This is an optimization exercise on Yosys and OpenROAD, whose aim is small area, a short achievable clock period and few clock cycles, not a production implementation.
RTL that was checked went through simulation tests only; none was proved equivalent to the original.

==> job 5544 <==
## minimal_standard_lcg_stream
module minimal_standard_lcg_stream #(
	parameter int unsigned MAX_DIM = mslcg_pkg::MAX_DIM_DEF
) (
	input  logic                              clk,
	input  logic                              arst_n,
	input  logic                              cfg_valid,
	output logic                              cfg_ready,
	input  logic [mslcg_pkg::CFG_IDX_W-1:0]   cfg_index,
	input  logic [mslcg_pkg::CFG_DATA_W-1:0]  cfg_data,
	input  logic                              req_valid,
	output logic                              req_ready,
	input  logic [mslcg_pkg::CMD_W-1:0]       req_cmd,
	input  logic [mslcg_pkg::PATHS_W-1:0]     req_skip_paths,
	output logic                              rsp_valid,
	input  logic                              rsp_ready,
	output logic [mslcg_pkg::STATE_W-1:0]     rsp_sample,
	output logic                              rsp_last
);
clock: 8.0 ns
lec_check: 0
cap_margin: 20
core_margin: 2
core_utilization: 45
cts_buf_list: sky130_fd_sc_hd__clkbuf_4 sky130_fd_sc_hd__clkbuf_8
place_density: 0.45
setup_slack_margin: 3.0
slew_margin: 20
standard.sh (not shown) runs the stock make flow with config.mk's settings and CLKGATE_MAP_FILE= SYNTH_SCRIPT=/design/flow/synth_recipe.tcl, a recipe that flattens the netlist after the stock synthesis.
==> flow/flow/run.sh <==
#!/bin/bash
# The standard layout (standard.sh: the standard flow's synthesis and ORFS from floorplan to finish), with
# one change: the port buffers that global placement inserts are buf_1 cells instead of the
# cell buffer_ports picks by itself (clkdlybuf4s50_1, a delay cell of 10 um2).
set -e
export BUFFER_PORTS_ARGS="-buffer_cell sky130_fd_sc_hd__buf_1"
bash standard.sh > standard.log 2>&1
==> job 7508: changes against job 5544 <==
--- a/flow/design.v
+++ b/flow/design.v
@@ -46,16 +46,23 @@
 	output logic [mslcg_pkg::STATE_W-1:0]     rsp_sample,
 	output logic                              rsp_last
 );
 	localparam int unsigned STATE_W = mslcg_pkg::STATE_W;
 	localparam int unsigned DIM_W   = mslcg_pkg::DIM_W;
 	localparam int unsigned PATHS_W = mslcg_pkg::PATHS_W;
 	function automatic logic [4:0] skip_digit(input logic [4:0] k, input logic [2:0] d);
 		case ({k, d})
+			{5'd0, 3'd0}: skip_digit = 5'h00;
+			{5'd0, 3'd1}: skip_digit = 5'h00;
+			{5'd0, 3'd2}: skip_digit = 5'h00;
+			{5'd0, 3'd3}: skip_digit = 5'h00;
+			{5'd0, 3'd4}: skip_digit = 5'h10;
+			{5'd0, 3'd5}: skip_digit = 5'h0f;
+			{5'd0, 3'd6}: skip_digit = 5'h09;
 			{5'd1, 3'd0}: skip_digit = 5'h00;
 			{5'd1, 3'd1}: skip_digit = 5'h08;
 			{5'd1, 3'd2}: skip_digit = 5'h0f;
 			{5'd1, 3'd3}: skip_digit = 5'h0c;
 			{5'd1, 3'd4}: skip_digit = 5'h0e;
 			{5'd1, 3'd5}: skip_digit = 5'h19;
 			{5'd1, 3'd6}: skip_digit = 5'h13;
 			{5'd2, 3'd0}: skip_digit = 5'h00;
@@ -196,28 +203,16 @@
 			{5'd21, 3'd2}: skip_digit = 5'h09;
 			{5'd21, 3'd3}: skip_digit = 5'h0d;
 			{5'd21, 3'd4}: skip_digit = 5'h08;
 			{5'd21, 3'd5}: skip_digit = 5'h02;
 			{5'd21, 3'd6}: skip_digit = 5'h08;
 			default: skip_digit = '0;
 		endcase
 	endfunction
-	function automatic logic [2:0] skip_lead(input logic [4:0] k);
-		skip_lead[0] = (32'h000899c6 >> k) & 1'b1;
-		skip_lead[1] = (32'h00000000 >> k) & 1'b1;
-		skip_lead[2] = (32'h00000000 >> k) & 1'b1;
-	endfunction
-	function automatic logic [4:0] skip_first(input logic [4:0] k);
-		skip_first[0] = (32'h003766bc >> k) & 1'b1;
-		skip_first[1] = (32'h003fef3c >> k) & 1'b1;
-		skip_first[2] = (32'h00001044 >> k) & 1'b1;
-		skip_first[3] = (32'h00008906 >> k) & 1'b1;
-		skip_first[4] = (32'h000881c4 >> k) & 1'b1;
-	endfunction
 	function automatic logic [STATE_W-1:0] sanitize(input logic [STATE_W-1:0] s);
 		sanitize = (s == '0 || s == mslcg_pkg::LCG_MOD) ? STATE_W'(1) : s;
 	endfunction
 	function automatic logic [STATE_W-1:0] rotl(input logic [STATE_W-1:0] v, input int unsigned r);
 		rotl = (v << r) | (v >> (STATE_W - r));
 	endfunction
 	function automatic logic [2*STATE_W-1:0] csa(input logic [STATE_W-1:0] a, b, c);
 		logic [STATE_W-1:0] cy;
@@ -242,37 +237,40 @@
 			c[i] = gg[(i + STATE_W - 1) % STATE_W];
 		end
 		add_eac = p ^ c;
 	endfunction
 	logic [STATE_W-1:0] x_q, seed_q, acc_q;
 	logic [DIM_W-1:0]   n_q;
 	logic [5:0]         cnt_q;
 	logic               valid_q;
-	logic               load_q;
+	logic               pend_q;
+	logic [1:0]         pcmd_q;
 	logic [PATHS_W-1:0] paths_q;
 	logic               skip_q;
 	logic [5:0]         jacc_q;
 	logic [4:0]         kscan_q;
 	logic               mul_q;
 	logic [4:0]         kidx_q;
 	logic [2:0]         step_q;
-	logic req_fire, cfg_fire, exec, advance;
+	logic req_fire, cfg_fire, free, cmd_av, exec, advance;
 	logic [1:0] cmd;
 	logic [DIM_W-1:0] n_new;
 	logic [STATE_W-1:0] cfg_clean;
-	assign req_ready  = !load_q && !skip_q && (!valid_q || (cnt_q == '0 && rsp_ready));
-	assign cfg_ready  = !load_q && !skip_q && !valid_q;
+	assign req_ready  = !pend_q && !skip_q && (!valid_q || cnt_q == '0);
+	assign cfg_ready  = !pend_q && !skip_q && !valid_q;
 	assign rsp_valid  = valid_q;
 	assign rsp_sample = x_q;
 	assign rsp_last   = (cnt_q == '0);
 	assign req_fire = req_valid && req_ready;
 	assign cfg_fire = cfg_valid && cfg_ready;
-	assign cmd      = req_cmd;
-	assign exec     = req_fire;
+	assign free     = !valid_q || rsp_ready;
+	assign cmd_av   = pend_q || req_fire;
+	assign cmd      = pend_q ? pcmd_q : req_cmd;
+	assign exec     = cmd_av && free;
 	assign advance  = valid_q && rsp_ready && cnt_q != '0;
 	assign cfg_clean = sanitize(cfg_data);
 	always_comb begin
 		if (cfg_data[DIM_W-1:0] == '0) begin
 			n_new = DIM_W'(1);
 		end else if (cfg_data[DIM_W-1:0] > DIM_W'(MAX_DIM)) begin
 			n_new = DIM_W'(MAX_DIM);
 		end else begin
@@ -281,86 +279,88 @@
 	end
 	logic skip_go;
 	logic [PATHS_W-1:0] sc_p;
 	logic [5:0] sc_jacc;
 	logic [4:0] sc_k;
 	logic [DIM_W-1:0] jsum;
 	logic jbit, scan_done, scan_on, mul_last, mul_free, mul_start, scan_adv;
 	assign skip_go   = exec && cmd == mslcg_pkg::CMD_SKIP;
-	assign sc_p      = skip_go ? req_skip_paths : paths_q;
+	assign sc_p      = skip_go ? (pend_q ? paths_q : req_skip_paths) : paths_q;
 	assign sc_jacc   = skip_go ? '0 : jacc_q;
 	assign sc_k      = skip_go ? '0 : kscan_q;
 	assign jsum      = DIM_W'(sc_jacc) + (sc_p[0] ? n_q : '0);
 	assign jbit      = jsum[0];
 	assign scan_done = (paths_q == '0) && (jacc_q == '0);
 	assign scan_on   = skip_go || (skip_q && !scan_done);
 	assign mul_last  = mul_q && step_q == 3'd6;
 	assign mul_free  = !mul_q || mul_last;
-	assign mul_start = skip_q && !scan_done && jbit && mul_free;
+	assign mul_start = scan_on && jbit && mul_free;
 	assign scan_adv  = scan_on && (!jbit || mul_free);
 	logic [4:0] dig_q, dig_d;
 	logic       acc_en_q;
 	logic [STATE_W-1:0] o0, o1, o2, o3, o4, o5, sum;
 	logic [2*STATE_W-1:0] l1a, l1b, l2, l3;
 	always_comb begin
 		if (mul_start) begin
-			dig_d = skip_first(kscan_q);
+			dig_d = skip_digit(sc_k, 3'd0);
 		end else if (mul_q && !mul_last) begin
 			dig_d = skip_digit(kidx_q, step_q + 3'd1);
 		end else begin
-			dig_d = 5'h09;
+			dig_d = 5'h1f;
 		end
 	end
 	always_comb begin
 		o0 = ~(dig_q[0] ? x_q : '0);
 		o1 = dig_q[3] ? rotl(x_q, 3) : '0;
-		o2 = (!mul_q ? rotl(x_q, 14) : '0)  | (dig_q[1] ? rotl(x_q, 1) : '0);
-		o3 = (!mul_q ? rotl(x_q, 9)  : '0)  | (dig_q[2] ? rotl(x_q, 2) : '0);
-		o4 = (!mul_q ? rotl(x_q, 5)  : '0)  | (dig_q[4] ? rotl(x_q, 4) : '0);
-		o5 = (!mul_q ? ~rotl(x_q, 7) : '0) | (acc_en_q ? rotl(acc_q, 5) : '0);
+		o2 = !mul_q ? rotl(x_q, 14) : (dig_q[1] ? rotl(x_q, 1) : '0);
+		o3 = !mul_q ? rotl(x_q, 9)  : (dig_q[2] ? rotl(x_q, 2) : '0);
+		o4 = !mul_q ? rotl(x_q, 5)  : (dig_q[4] ? rotl(x_q, 4) : '0);
+		o5 = !mul_q ? ~rotl(x_q, 7) : (acc_en_q ? rotl(acc_q, 5) : '0);
 		l1a = csa(o0, o1, o2);
 		l1b = csa(o3, o4, o5);
 		l2  = csa(l1a[2*STATE_W-1:STATE_W], l1a[STATE_W-1:0], l1b[2*STATE_W-1:STATE_W]);
 		l3  = csa(l2[2*STATE_W-1:STATE_W], l2[STATE_W-1:0], l1b[STATE_W-1:0]);
 		sum = add_eac(l3[2*STATE_W-1:STATE_W], l3[STATE_W-1:0]);
 	end
 	always_ff @(posedge clk or negedge arst_n) begin
 		if (!arst_n) begin
 			x_q     <= STATE_W'(1);
 			seed_q  <= STATE_W'(1);
 			n_q     <= DIM_W'(1);
 			valid_q <= 1'b0;
-			load_q  <= 1'b0;
+			pend_q  <= 1'b0;
 			skip_q  <= 1'b0;
 			mul_q   <= 1'b0;
-			dig_q    <= 5'h09;
+			dig_q    <= 5'h1f;
 			acc_en_q <= 1'b0;
 		end else begin
 			dig_q    <= dig_d;
 			acc_en_q <= mul_q && !mul_last;
 			if (cfg_fire && cfg_index == mslcg_pkg::REG_SEED) begin
 				seed_q <= cfg_clean;
-			end
-			load_q <= cfg_fire && cfg_index == mslcg_pkg::REG_SEED;
-			if (load_q) begin
-				x_q <= seed_q;
+				x_q    <= cfg_clean;
 			end else if (cfg_fire && cfg_index == mslcg_pkg::REG_DIM) begin
 				n_q <= n_new;
 				x_q <= seed_q;
 			end else if (exec && cmd == mslcg_pkg::CMD_RESET) begin
 				x_q <= seed_q;
-			end else if (advance || (exec && cmd == mslcg_pkg::CMD_DRAW) || mul_last || (skip_go && jbit)) begin
+			end else if (advance || (exec && cmd == mslcg_pkg::CMD_DRAW) || mul_last) begin
 				x_q <= sum;
 			end
 			if (exec) begin
 				valid_q <= (cmd == mslcg_pkg::CMD_DRAW);
 			end else if (rsp_ready && cnt_q == '0) begin
 				valid_q <= 1'b0;
 			end
+			if (exec) begin
+				pend_q <= 1'b0;
+			end else if (req_fire) begin
+				pend_q <= 1'b1;
+			end
 			if (skip_go) begin
 				skip_q <= 1'b1;
 			end else if (scan_done && mul_free) begin
 				skip_q <= 1'b0;
 			end
 			if (mul_start) begin
 				mul_q <= 1'b1;
 			end else if (mul_last) begin
@@ -370,23 +370,28 @@
 	end
 	always_ff @(posedge clk) begin
 		acc_q <= sum;
 		if (exec && cmd == mslcg_pkg::CMD_DRAW) begin
 			cnt_q <= 6'(n_q - DIM_W'(1));
 		end else if (advance) begin
 			cnt_q <= cnt_q - 6'd1;
 		end
+		if (req_fire) begin
+			pcmd_q <= req_cmd;
+		end
 		if (scan_adv) begin
 			paths_q <= sc_p >> 1;
+		end else if (req_fire) begin
+			paths_q <= req_skip_paths;
 		end
 		if (scan_adv) begin
 			jacc_q  <= jsum[DIM_W-1:1];
 			kscan_q <= sc_k + 5'd1;
 		end
 		if (mul_start) begin
-			kidx_q <= kscan_q;
-			step_q <= skip_lead(kscan_q);
+			kidx_q <= sc_k;
+			step_q <= '0;
 		end else if (mul_q) begin
 			step_q <= step_q + 3'd1;
 		end
 	end
 endmodule
==> flow/run.sh (new file) <==
#!/bin/bash
# synth_recipe.tcl (not shown) runs the flow's synth.tcl, then flattens the netlist and writes it again
# the make line also repeats each setting of config.mk as NAME=value (left out here)
make -C /OpenROAD-flow-scripts/flow DESIGN_CONFIG=/design/flow/config.mk WORK_HOME=/design/flow/orfs CLKGATE_MAP_FILE= SYNTH_SCRIPT=/design/flow/synth_recipe.tcl finish
Settings changed: CORE_UTILIZATION 45 to 65, CTS_BUF_LIST sky130_fd_sc_hd__clkbuf_4 sky130_fd_sc_hd__clkbuf_8 to default, PLACE_DENSITY 0.45 to default, SETUP_SLACK_MARGIN 3.0 to 2.0.
removed: flow/flow/run.sh
removed: flow/standard.sh
==> job 3769: changes against job 5544 <==
Settings changed: CORE_UTILIZATION 45 to 55, CTS_BUF_LIST sky130_fd_sc_hd__clkbuf_4 sky130_fd_sc_hd__clkbuf_8 to default, PLACE_DENSITY 0.45 to default.
==> results.txt <==
Between job 3769 and job 7508, the lower die area is in job 7508 (gap about 17%, measured against job 7508). In job 7508 the hold slack is worse than in job 5544, by 0.034 ns. Maximum frequency, lowest first: job 7508, job 3769, job 5544. Critical path depth: job 7508 is lower than job 3769 (1). Sequential share of layout area: job 3769 is lower than job 7508 (0.78 points). Core utilization, highest first: job 7508, job 3769, job 5544. Clock skew: job 3769 < job 7508 < job 5544. Between job 5544 and job 3769, the lower non-clock buffer count is in job 5544 (gap 5). Via count, highest first: job 7508, job 3769, job 5544.
==> figures <==
Final Cycle Share: job 5544 62.3%; job 3769 62.9%; job 7508 74.3%
Total via count in the routed design: job 5544 13400; job 3769 13800; job 7508 14400
Clock root buffer: job 5544 clkbuf_8; job 3769 clkbuf_16; job 7508 clkbuf_16
Outcome: job 5544 no timing/DRC/antenna violations; job 3769 no timing/DRC/antenna violations; job 7508 no timing/DRC/antenna violations
GRT Max-Usage Layer: job 5544 met1; job 3769 met1; job 7508 met2
Pin count of the biggest net entering global routing: job 5544 80; job 3769 76; job 7508 73
Global Route met1 Usage: job 5544 47.4%; job 3769 55.3%; job 7508 59.0%
Std cell rows: job 5544 65; job 3769 59; job 7508 54
Buffers & Inverters on Critical Path: job 5544 1; job 3769 4; job 7508 2
Number of global-route vias before repair: job 5544 13100; job 3769 13300; job 7508 14100
Router iterations before antenna repair: job 5544 8; job 3769 6; job 7508 8
Clock latency reported for the late side of the worst-skew pair: job 5544 0.49 ns; job 3769 0.44 ns; job 7508 0.44 ns
Detailed-routed wire length on met3: job 5544 5370 µm; job 3769 6020 µm; job 7508 7640 µm
Clock input transition at the sequential cells of the worst setup and hold paths: job 5544 0.09 ns; job 3769 0.07 ns; job 7508 0.08 ns
Delay contributed by the slowest stage of the critical path: job 5544 0.72 ns; job 3769 0.58 ns; job 7508 0.61 ns
Storage element area: job 5544 3830 µm²; job 3769 3820 µm²; job 7508 3860 µm²
Multi-input comb cells: job 5544 1327; job 3769 1327; job 7508 1345
Final cell area excluding filler cells: job 5544 16600 µm²; job 3769 16600 µm²; job 7508 16300 µm²
Layout non-clock buf frac: job 5544 3.62%; job 3769 3.91%; job 7508 6.61%
Testbench counts of job 5544, summed over its fixed seeds: cycles 9,787.
Testbench counts of job 3769, summed over its fixed seeds: cycles 9,787.
No functional check of the RTL was part of job 7508.


==> 07-09: inputs <==
Another version of the RTL of minimal_standard_lcg_stream (not shown whole).
==> flow/config.mk <==
export PLATFORM = sky130hd
export DESIGN_NAME = minimal_standard_lcg_stream
export DESIGN_NICKNAME = minimal_standard_lcg_stream
export VERILOG_FILES = /design/flow/design.v
export SDC_FILE = /design/flow/constraint.sdc
export NUM_CORES = 4
export LEC_CHECK = 0
export CAP_MARGIN = 20
export CORE_MARGIN = 2
export CORE_UTILIZATION = 40
export SLEW_MARGIN = 20
==> flow/constraint.sdc <==
create_clock -name core_clock -period 8.0 [get_ports {clk}]
set_input_delay 1.6000 -clock core_clock [delete_from_list [all_inputs] [get_ports {clk}]]
set_output_delay 1.6000 -clock core_clock [all_outputs]
set_load 0.01 [all_outputs]
run.sh (not shown) runs the stock make flow with config.mk's settings and CLKGATE_MAP_FILE= SYNTH_SCRIPT=/design/flow/synth_recipe.tcl, a recipe that flattens the netlist after the stock synthesis.
Stock flow here: none of the scripts above is used.
==> 02-25 (differences from 07-09) <==
--- a/flow/design.v
+++ b/flow/design.v
@@ -92,38 +92,14 @@
 		rotl = (v << r) | (v >> (STATE_W - r));
 	endfunction
 	function automatic logic [2*STATE_W-1:0] csa(input logic [STATE_W-1:0] a, b, c);
 		logic [STATE_W-1:0] cy;
 		cy = (a & b) | (a & c) | (b & c);
 		csa = {a ^ b ^ c, cy[STATE_W-2:0], cy[STATE_W-1]};
 	endfunction
-	function automatic logic [STATE_W-1:0] add_eac(input logic [STATE_W-1:0] a, b);
-		logic [STATE_W-1:0] g, p, gg, pp, gn, pn, c;
-		g = a & b;
-		p = a ^ b;
-		gg = g;
-		pp = p;
-		for (int l = 0; (1 << l) < STATE_W; l++) begin
-			gn = gg;
-			pn = pp;
-			for (int i = 0; i < STATE_W; i++) begin
-				if ((i >> l) & 1) begin
-					gn[i] = gg[i] | (pp[i] & gg[((i >> l) << l) - 1]);
-					pn[i] = pp[i] & pp[((i >> l) << l) - 1];
-				end
-			end
-			gg = gn;
-			pp = pn;
-		end
-		c[0] = gg[STATE_W-1];
-		for (int i = 1; i < STATE_W; i++) begin
-			c[i] = gg[i-1] | (pp[i-1] & gg[STATE_W-1]);
-		end
-		add_eac = p ^ c;
-	endfunction
 	logic [STATE_W-1:0] x_q, seed_q, acc_q;
 	logic [DIM_W-1:0]   n_q;
 	logic [5:0]         cnt_q;
 	logic               valid_q;
 	logic               pend_q;
 	logic [1:0]         pcmd_q;
 	logic [PATHS_W-1:0] paths_q;
@@ -164,58 +140,47 @@
 	assign jsum      = DIM_W'(jacc_q) + (paths_q[0] ? n_q : '0);
 	assign jbit      = jsum[0];
 	assign scan_done = (paths_q == '0) && (jacc_q == '0);
 	assign mul_last  = mul_q && step_q == 3'd4;
 	assign mul_free  = !mul_q || mul_last;
 	assign mul_start = skip_q && !scan_done && jbit && mul_free;
 	assign scan_adv  = skip_q && !scan_done && (!jbit || mul_free);
-	logic [6:0] dig_q, dig_d;
-	logic       acc_en_q;
+	logic [6:0] dig;
 	logic [STATE_W-1:0] o0, o1, o2, o3, o4, o5, o6, oa, sum;
 	logic [2*STATE_W-1:0] l1a, l1b, l2a, l2b, l3, l4;
+	logic [STATE_W:0] cpa;
 	always_comb begin
-		if (mul_start) begin
-			dig_d = skip_digit(kscan_q, 3'd0);
-		end else if (mul_q && !mul_last) begin
-			dig_d = skip_digit(kidx_q, step_q + 3'd1);
-		end else begin
-			dig_d = 7'h7f;
-		end
-	end
-	always_comb begin
-		o0 = dig_q[0] ? x_q : '0;
-		o1 = dig_q[1] ? rotl(x_q, 1) : '0;
-		o2 = dig_q[2] ? rotl(x_q, 2) : '0;
-		o3 = dig_q[5] ? rotl(x_q, 5) : '0;
-		o4 = !mul_q ? rotl(x_q, 7)  : (dig_q[3] ? rotl(x_q, 3) : '0);
-		o5 = !mul_q ? rotl(x_q, 8)  : (dig_q[4] ? rotl(x_q, 4) : '0);
-		o6 = !mul_q ? rotl(x_q, 14) : (dig_q[6] ? rotl(x_q, 6) : '0);
-		oa = acc_en_q ? rotl(acc_q, 7) : '0;
+		dig = mul_q ? skip_digit(kidx_q, step_q) : 7'h7f;
+		o0 = dig[0] ? x_q : '0;
+		o1 = dig[1] ? rotl(x_q, 1) : '0;
+		o2 = dig[2] ? rotl(x_q, 2) : '0;
+		o3 = dig[5] ? rotl(x_q, 5) : '0;
+		o4 = !mul_q ? rotl(x_q, 7)  : (dig[3] ? rotl(x_q, 3) : '0);
+		o5 = !mul_q ? rotl(x_q, 8)  : (dig[4] ? rotl(x_q, 4) : '0);
+		o6 = !mul_q ? rotl(x_q, 14) : (dig[6] ? rotl(x_q, 6) : '0);
+		oa = (mul_q && step_q != '0) ? rotl(acc_q, 7) : '0;
 		l1a = csa(o0, o1, o2);
 		l1b = csa(o3, o4, o5);
 		l2a = csa(l1a[2*STATE_W-1:STATE_W], l1a[STATE_W-1:0], l1b[2*STATE_W-1:STATE_W]);
 		l2b = csa(l1b[STATE_W-1:0], o6, oa);
 		l3  = csa(l2a[2*STATE_W-1:STATE_W], l2a[STATE_W-1:0], l2b[2*STATE_W-1:STATE_W]);
 		l4  = csa(l3[2*STATE_W-1:STATE_W], l3[STATE_W-1:0], l2b[STATE_W-1:0]);
-		sum = add_eac(l4[2*STATE_W-1:STATE_W], l4[STATE_W-1:0]);
+		cpa = {1'b0, l4[2*STATE_W-1:STATE_W]} + {1'b0, l4[STATE_W-1:0]};
+		sum = cpa[STATE_W-1:0] + STATE_W'(cpa[STATE_W]);
 	end
 	always_ff @(posedge clk or negedge arst_n) begin
 		if (!arst_n) begin
 			x_q     <= STATE_W'(1);
 			seed_q  <= STATE_W'(1);
 			n_q     <= DIM_W'(1);
 			valid_q <= 1'b0;
 			pend_q  <= 1'b0;
 			skip_q  <= 1'b0;
 			mul_q   <= 1'b0;
-			dig_q    <= 7'h7f;
-			acc_en_q <= 1'b0;
 		end else begin
-			dig_q    <= dig_d;
-			acc_en_q <= mul_q && !mul_last;
 			if (cfg_fire && cfg_index == mslcg_pkg::REG_SEED) begin
 				seed_q <= cfg_clean;
 				x_q    <= cfg_clean;
 			end else if (cfg_fire && cfg_index == mslcg_pkg::REG_DIM) begin
 				n_q <= n_new;
 				x_q <= seed_q;
 			end else if (exec && cmd == mslcg_pkg::CMD_RESET) begin
==> notes <==
- 07-09 passed the timing, DRC and antenna checks. 02-25 finished with timing, DRC and antenna clean.
- Against 07-09, the clock skew of 02-25 is higher by 3.0 ps.
- In 02-25 the clock-buffer cell count is higher than in 07-09, by 1.
- In 02-25 the area after synthesis is lower than in 07-09, by about 1.5%.
- Between 07-09 and 02-25, the lower design area is in 07-09 (gap about 3%, measured against 02-25).
- Die area: 02-25 is lower than 07-09 (1.5%).
- Of 02-25 and 07-09, 02-25 has the higher final cell count (gap about 2.2%, measured against 07-09).
- In 02-25 the critical path depth is higher than in 07-09, by 13.
- Against 02-25, the first-iteration DRC count of 07-09 is lower by about 9%.
==> figures <==
Simple-gate share of the synthesized area: 07-09 0.184; 02-25 0.201
Cells after synthesis: 07-09 1855; 02-25 1851
Area of the multi-input gates: 07-09 10900 um^2; 02-25 11300 um^2
Seq/Total Area, Yosys: 07-09 0.272; 02-25 0.260
Final hold slack: 07-09 457 ps; 02-25 459 ps
Signal buffers share of area: 07-09 0.0605; 02-25 0.0888
Tightest Pin Transition: 07-09 897 ps; 02-25 1000 ps
Final cycle utilization of the critical path: 07-09 0.848; 02-25 0.962
Number of nets in the synthesized netlist: 07-09 2166; 02-25 2158
Max stage delay cell, worst path: 07-09 dfrtp_1; 02-25 fa_1
R2R cell count: 07-09 21; 02-25 34
Portion of the layout cell area used by clock cells: 07-09 0.0329; 02-25 0.0299
CTS resizes: 07-09 0; 02-25 4
Area of the placeable core: 07-09 40700 um^2; 02-25 39900 um^2
Outcome: 07-09 no timing/DRC/antenna violations; 02-25 no timing/DRC/antenna violations
Met3 usage: 07-09 0.0308; 02-25 0.0342
Clock Buffer Count: 07-09 17; 02-25 18
Testbench counts of 07-09, summed over its fixed seeds: cycles 9,325.
Testbench counts of 02-25, summed over its fixed seeds: cycles 9,325.

==> re-timing with driven ports <==
In the flow no input, the clock included, has a driving cell. The finished layouts below were timed again as built, in two steps.
Step 1: set_driving_cell puts a clkbuf_16 on clk and a buf_2 on each other input, an assumption about the parent block.
Step 2 also shifts input and output timing later by t, the mid clock arrival at the registers, as if the neighbouring blocks saw the same clock.
a / b / c = ideal ports / drivers / drivers and shift; a / b = the first two.
run	shift t [ns]	slack for setup (ns)	worst setup path after step 2
job 5544	0.523	3.015 / 3.015 / 2.819	input to register
job 7508	0.482	2.056 / 2.056 / 1.920	input to register
job 3769	0.477	2.968 / 2.968 / 2.922	input to register
07-09	0.504	1.216 / 1.216 / 1.216	register to register
02-25	0.493	0.301 / 0.301 / 0.301	register to register
After both steps setup and hold are still met in every run listed. The setup slack of job 5544, which loses most, moves by 0.000 ns with the drivers and by -0.196 ns with both steps.
